Background: an optimization exercise with open tools, aiming at small area, a short achievable clock period and few clock cycles. Do not read the settings as production practice. In this exercise RTL edits were held to simulation tests only and were not proved equivalent to the original.

old:
// aggregate_top
module aggregate_top (
	input logic clk,
	input logic rst,
	input logic start,
	input logic [agg_pkg::COUNT_W-1:0] num_vertices,
	input logic rec_valid,
	input logic [link_pkg::REC_W-1:0] rec,
	output logic credit_return,
	input logic load_we,
	input logic [agg_pkg::VADDR_W-1:0] load_addr,
	input logic [agg_pkg::FEAT_W-1:0] load_data,
	input logic [agg_pkg::VADDR_W-1:0] rd_addr,
	output logic [agg_pkg::FEAT_W-1:0] rd_data,
	output logic busy,
	output logic done
);
For scale: ~6200 cells after synthesis, ~2500 flip-flops, about 180 I/O pins.
Settings: LEC_CHECK=0, CAP_MARGIN=20, CORE_MARGIN=2, CORE_UTILIZATION=40, CTS_BUF_LIST=sky130_fd_sc_hd__clkbuf_16, CTS_CLUSTER_DIAMETER=70, CTS_CLUSTER_SIZE=24, SETUP_SLACK_MARGIN=5, SLEW_MARGIN=20; clock period 8.5 ns.
standard.sh (not shown) runs the stock make flow with config.mk's settings and CLKGATE_MAP_FILE= SYNTH_SCRIPT=/design/flow/synth_recipe.tcl, a recipe that flattens the netlist after the stock synthesis.
==> flow/flow/run.sh <==
#!/bin/bash
set -euo pipefail
MARGIN=5.4
sed "s/SETUP_SLACK_MARGIN=[0-9.]*/SETUP_SLACK_MARGIN=$MARGIN/" standard.sh > standard_margin.sh
grep -q "SETUP_SLACK_MARGIN=$MARGIN" standard_margin.sh
bash standard_margin.sh > standard.log 2>&1
Testbench counts of old, summed over its fixed seeds: cycles 3,824.
The inputs of new differ from those of old as listed below.
==> flow/run.sh (new file) <==
#!/bin/bash
# synth_recipe.tcl (not shown) runs the flow's synth.tcl, then flattens the netlist and writes it again
# the make line also repeats each setting of config.mk as NAME=value (left out here)
make -C /OpenROAD-flow-scripts/flow DESIGN_CONFIG=/design/flow/config.mk WORK_HOME=/design/flow/orfs CLKGATE_MAP_FILE= SYNTH_SCRIPT=/design/flow/synth_recipe.tcl finish
removed: flow/flow/run.sh
removed: flow/standard.sh
==> run notes <==
new has total iterations of the first detailed-routing run below what old had. Min final core utilization across old and new: new. Changes observed in new relative to old: global-route met2 utilization has decreased; number of global-route vias before repair has decreased. Compared with old, in new worst path setup slack after routing has decreased; total met2 wirelength after detailed routing has decreased. Compared new vs old, and clock skew is down in new. In the flow results for old and new, the post-DP HPWL is larger on old.

---

== job 5065 ==
aggregate_top, a different RTL version from the one above (not shown whole).
Size in the first run: about 6400 cells after synthesis, roughly 2600 flip-flops.
Settings: LEC_CHECK=0, CAP_MARGIN=20, CORE_MARGIN=2, CORE_UTILIZATION=40, CTS_BUF_LIST=sky130_fd_sc_hd__clkbuf_16, CTS_CLUSTER_DIAMETER=70, CTS_CLUSTER_SIZE=24, SETUP_SLACK_MARGIN=5, SLEW_MARGIN=20; clock period 8.5 ns.
==> flow/flow/run.sh <==
#!/bin/bash
set -euo pipefail
MARGIN=5.4
PORTBUF=sky130_fd_sc_hd__buf_2
sed -e "s/SETUP_SLACK_MARGIN=[0-9.]*/SETUP_SLACK_MARGIN=$MARGIN/" \
    -e "s/ \"\${@:-finish}\"/ BUFFER_PORTS_ARGS=\"-buffer_cell $PORTBUF\" \"\${@:-finish}\"/" standard.sh > standard_margin.sh
grep -q "SETUP_SLACK_MARGIN=$MARGIN" standard_margin.sh
grep -q "BUFFER_PORTS_ARGS" standard_margin.sh
bash standard_margin.sh > standard.log 2>&1
Job 5065 finished all stages; the layout is clean.
Testbench counts of job 5065, summed over its fixed seeds: cycles 3,824.
Here is what was changed in the inputs of job 4952 compared with job 5065.
==> flow/flow/run.sh <==
#!/bin/bash
set -euo pipefail
MARGIN=5.55
sed "s/SETUP_SLACK_MARGIN=[0-9.]*/SETUP_SLACK_MARGIN=$MARGIN/" standard.sh > standard_margin.sh
grep -q "SETUP_SLACK_MARGIN=$MARGIN" standard_margin.sh
bash standard_margin.sh > standard.log 2>&1
Comparing job 4952 against job 5065, there is no change at all in number of standard cells after synthesis.
Re total CTS buffers: no difference whatsoever between job 4952 and job 5065.
Job 4952 vs job 5065 — count of buffers added by post-CTS timing repair for setup climbed by more than a quarter
The total routed wirelength of job 4952 exceeds that of job 5065 by 2.7%.
Going from job 5065 to job 4952, first-pass GRT wire length moved up, storage element area saw little to no change, maximum number of pins on one net before global-route repair about even.
Worst setup margin up 13 ps in job 4952 wrt job 5065
Inputs modified between job 4952 and job 1646:
- GPL_ROUTABILITY_DRIVEN: unset -> 0
- PLACE_DENSITY: unset -> 0.68
==> flow/flow/run.sh <==
#!/bin/bash
set -euo pipefail
MARGIN=5.4
PORTBUF=sky130_fd_sc_hd__buf_2
sed -e "s/SETUP_SLACK_MARGIN=[0-9.]*/SETUP_SLACK_MARGIN=$MARGIN/" \
    -e "s/ \"\${@:-finish}\"/ BUFFER_PORTS_ARGS=\"-buffer_cell $PORTBUF\" \"\${@:-finish}\"/" standard.sh > standard_margin.sh
grep -q "SETUP_SLACK_MARGIN=$MARGIN" standard_margin.sh
grep -q "BUFFER_PORTS_ARGS" standard_margin.sh
bash standard_margin.sh > standard.log 2>&1
### Flow results
Area taken by multi-input logic gates was higher in job 4952 than in job 1646.
Going from job 4952 to job 1646, the met3 layer usage reported by global route was found to have gone up by 1.3 points.
Against job 4952, wire length of the first global-routing pass in job 1646 fell by a few percent.
For the number of signal-net buffers in the layout, job 1646 came in 121 lower than job 4952 did.
Job 1646 vs. job 4952: post-route cell area decreased about 3%, clock-buffer cell count decreased 4.7%.
The following lists how job 6367 was set up differently from job 1646:
- PLACE_DENSITY: 0.68 -> unset
- GPL_ROUTABILITY_DRIVEN: 0 -> unset
==> flow/flow/run.sh <==
#!/bin/bash
set -euo pipefail
MARGIN=5.4
CTS="-sink_clustering_enable -repair_clock_nets -sink_clustering_size 24 -sink_clustering_max_diameter 70 -buf_list sky130_fd_sc_hd__clkbuf_16 -dont_use_dummy_load"
sed -e "s/SETUP_SLACK_MARGIN=[0-9.]*/SETUP_SLACK_MARGIN=$MARGIN/" \
    -e "s/ \"\${@:-finish}\"/ CTS_ARGS=\"$CTS\" \"\${@:-finish}\"/" standard.sh > standard_margin.sh
grep -q "SETUP_SLACK_MARGIN=$MARGIN" standard_margin.sh
grep -q "dont_use_dummy_load" standard_margin.sh
bash standard_margin.sh > standard.log 2>&1
Notes after the runs:
Job 6367 ended up with a lower first-pass iteration count of the detailed router than job 1646 did. As far as share of cell area taken by muxes after synthesis goes, job 6367 and job 1646 are indistinguishable; the numbers are identical. Met2 demand-to-capacity share in global routing, job 6367 and job 1646: smaller value in job 1646. Between job 6367 and job 1646, the difference in post-route standard cell area excluding fillers is negligible. When job 6367 is measured against job 1646, its via count turns out about 1.3% lower. The sequential cell area was comparable across job 6367 and job 1646. Worst slack at placement, job 6367 and job 1646, higher one = job 1646.

---

Starting RTL as in the previous note.
export LEC_CHECK = 0
export CAP_MARGIN = 20
export CORE_MARGIN = 2
export CORE_UTILIZATION = 40
export CTS_BUF_LIST = sky130_fd_sc_hd__clkbuf_16
export CTS_CLUSTER_DIAMETER = 70
export CTS_CLUSTER_SIZE = 24
export SETUP_SLACK_MARGIN = 5
export SLEW_MARGIN = 20
create_clock -name core_clock -period 8.5 [get_ports {clk}]
==> flow/flow/run.sh <==
#!/bin/bash
set -euo pipefail
MARGIN=5.4
sed "s/SETUP_SLACK_MARGIN=[0-9.]*/SETUP_SLACK_MARGIN=$MARGIN/" standard.sh > standard_margin.sh
grep -q "SETUP_SLACK_MARGIN=$MARGIN" standard_margin.sh
bash standard_margin.sh > standard.log 2>&1
Testbench counts at the start, summed over its fixed seeds: cycles 3,824.
Change:
--- a/flow/config.mk
+++ b/flow/config.mk
@@ -13,2 +13,3 @@
 export CTS_CLUSTER_SIZE = 24
+export PLACE_DENSITY = 0.68
 export SETUP_SLACK_MARGIN = 5
Result: Final area shrinks by 0.36%; global-route usage went down by 0.77 points; worst setup slack improved by 0.013 ns.
Change:
==> flow/flow/run.sh (replaced) <==
#!/bin/bash
set -euo pipefail
MARGIN=5.4
PORTBUF=sky130_fd_sc_hd__buf_4
sed -e "s/SETUP_SLACK_MARGIN=[0-9.]*/SETUP_SLACK_MARGIN=$MARGIN/" \
    -e "s/ \"\${@:-finish}\"/ BUFFER_PORTS_ARGS=\"-buffer_cell $PORTBUF\" \"\${@:-finish}\"/" standard.sh > standard_margin.sh
grep -q "SETUP_SLACK_MARGIN=$MARGIN" standard_margin.sh
grep -q "BUFFER_PORTS_ARGS" standard_margin.sh
bash standard_margin.sh > standard.log 2>&1
--- a/flow/config.mk
+++ b/flow/config.mk
@@ -13,3 +13,2 @@
 export CTS_CLUSTER_SIZE = 24
-export PLACE_DENSITY = 0.68
 export SETUP_SLACK_MARGIN = 5
=> Register-to-register slack got worse by 0.16 ns; flip-flop and latch count stays the same; area after synthesis stays the same; die area does not change; core utilization shrinks by 0.43 points; count of clock-buffer cells in the layout rose by 7; setup slack loses 0.16 ns; wire length went up slightly.
Change:
--- a/flow/flow/run.sh
+++ b/flow/flow/run.sh
@@ -3,3 +3,3 @@
 MARGIN=5.4
-PORTBUF=sky130_fd_sc_hd__buf_4
+PORTBUF=sky130_fd_sc_hd__buf_2
 sed -e "s/SETUP_SLACK_MARGIN=[0-9.]*/SETUP_SLACK_MARGIN=$MARGIN/" \
--- a/flow/config.mk
+++ b/flow/config.mk
@@ -13,2 +13,3 @@
 export CTS_CLUSTER_SIZE = 24
+export PLACE_DENSITY = 0.68
 export SETUP_SLACK_MARGIN = 5
Result: The changed run finished clean; sequential cell count is unchanged; setup slack is better by 0.18 ns; global-route usage went down by 0.93 points; hold slack is worse by 0.016 ns; fmax went up by a few percent; die area stays the same; synthesized cell count is unchanged.

[static timing again, ports no longer ideal]
In the flow no input, the clock included, has a driving cell. The finished layouts below were timed again as built, in two steps.
Step 1 sets driving cells, clkbuf_16 on the clock port and buf_2 on the other inputs (assumed; they add their load-dependent delay and slew).
Step 2 times the ports against the registers' clock, not the clock port: input delays grow and output delays shrink by t, the midpoint of the rising clock arrivals with the driver on.
Slacks: ideal / step 1 / step 2; pairs: ideal / step 1.
run	t (ns)	setup WS [ns]	clock arrival spread, ns	worst data-port slew with drivers (ns)	cell pins on the clock port's net
old	0.946	5.179 / 5.179 / 4.453	0.073 / 0.074	0.16	1
new	0.938	5.011 / 4.981 / 4.139	0.045 / 0.045	0.18	1
job 5065	0.926	5.250 / 5.250 / 4.548	0.077 / 0.077	0.20	1
job 4952	0.940	5.263 / 5.263 / 4.625	0.045 / 0.045	0.21	1
job 1646	0.933	5.279 / 5.279 / 4.551	0.073 / 0.073	0.18	1
job 6367	0.889	5.205 / 5.205 / 4.574	0.127 / 0.127	0.17	1
the first run of note 3	0.929	5.244 / 5.244 / 4.501	0.079 / 0.079	0.16	1
the second run of note 3	0.936	5.258 / 5.258 / 4.523	0.067 / 0.067	0.21	1
the third run of note 3	0.924	5.095 / 5.095 / 4.538	0.071 / 0.070	0.17	1
the fourth run of note 3	0.933	5.279 / 5.279 / 4.551	0.073 / 0.073	0.18	1
After both steps every run listed still meets setup and hold. For new, which loses most, drivers alone change the setup slack by -0.030 ns; drivers and shift together by -0.872 ns.
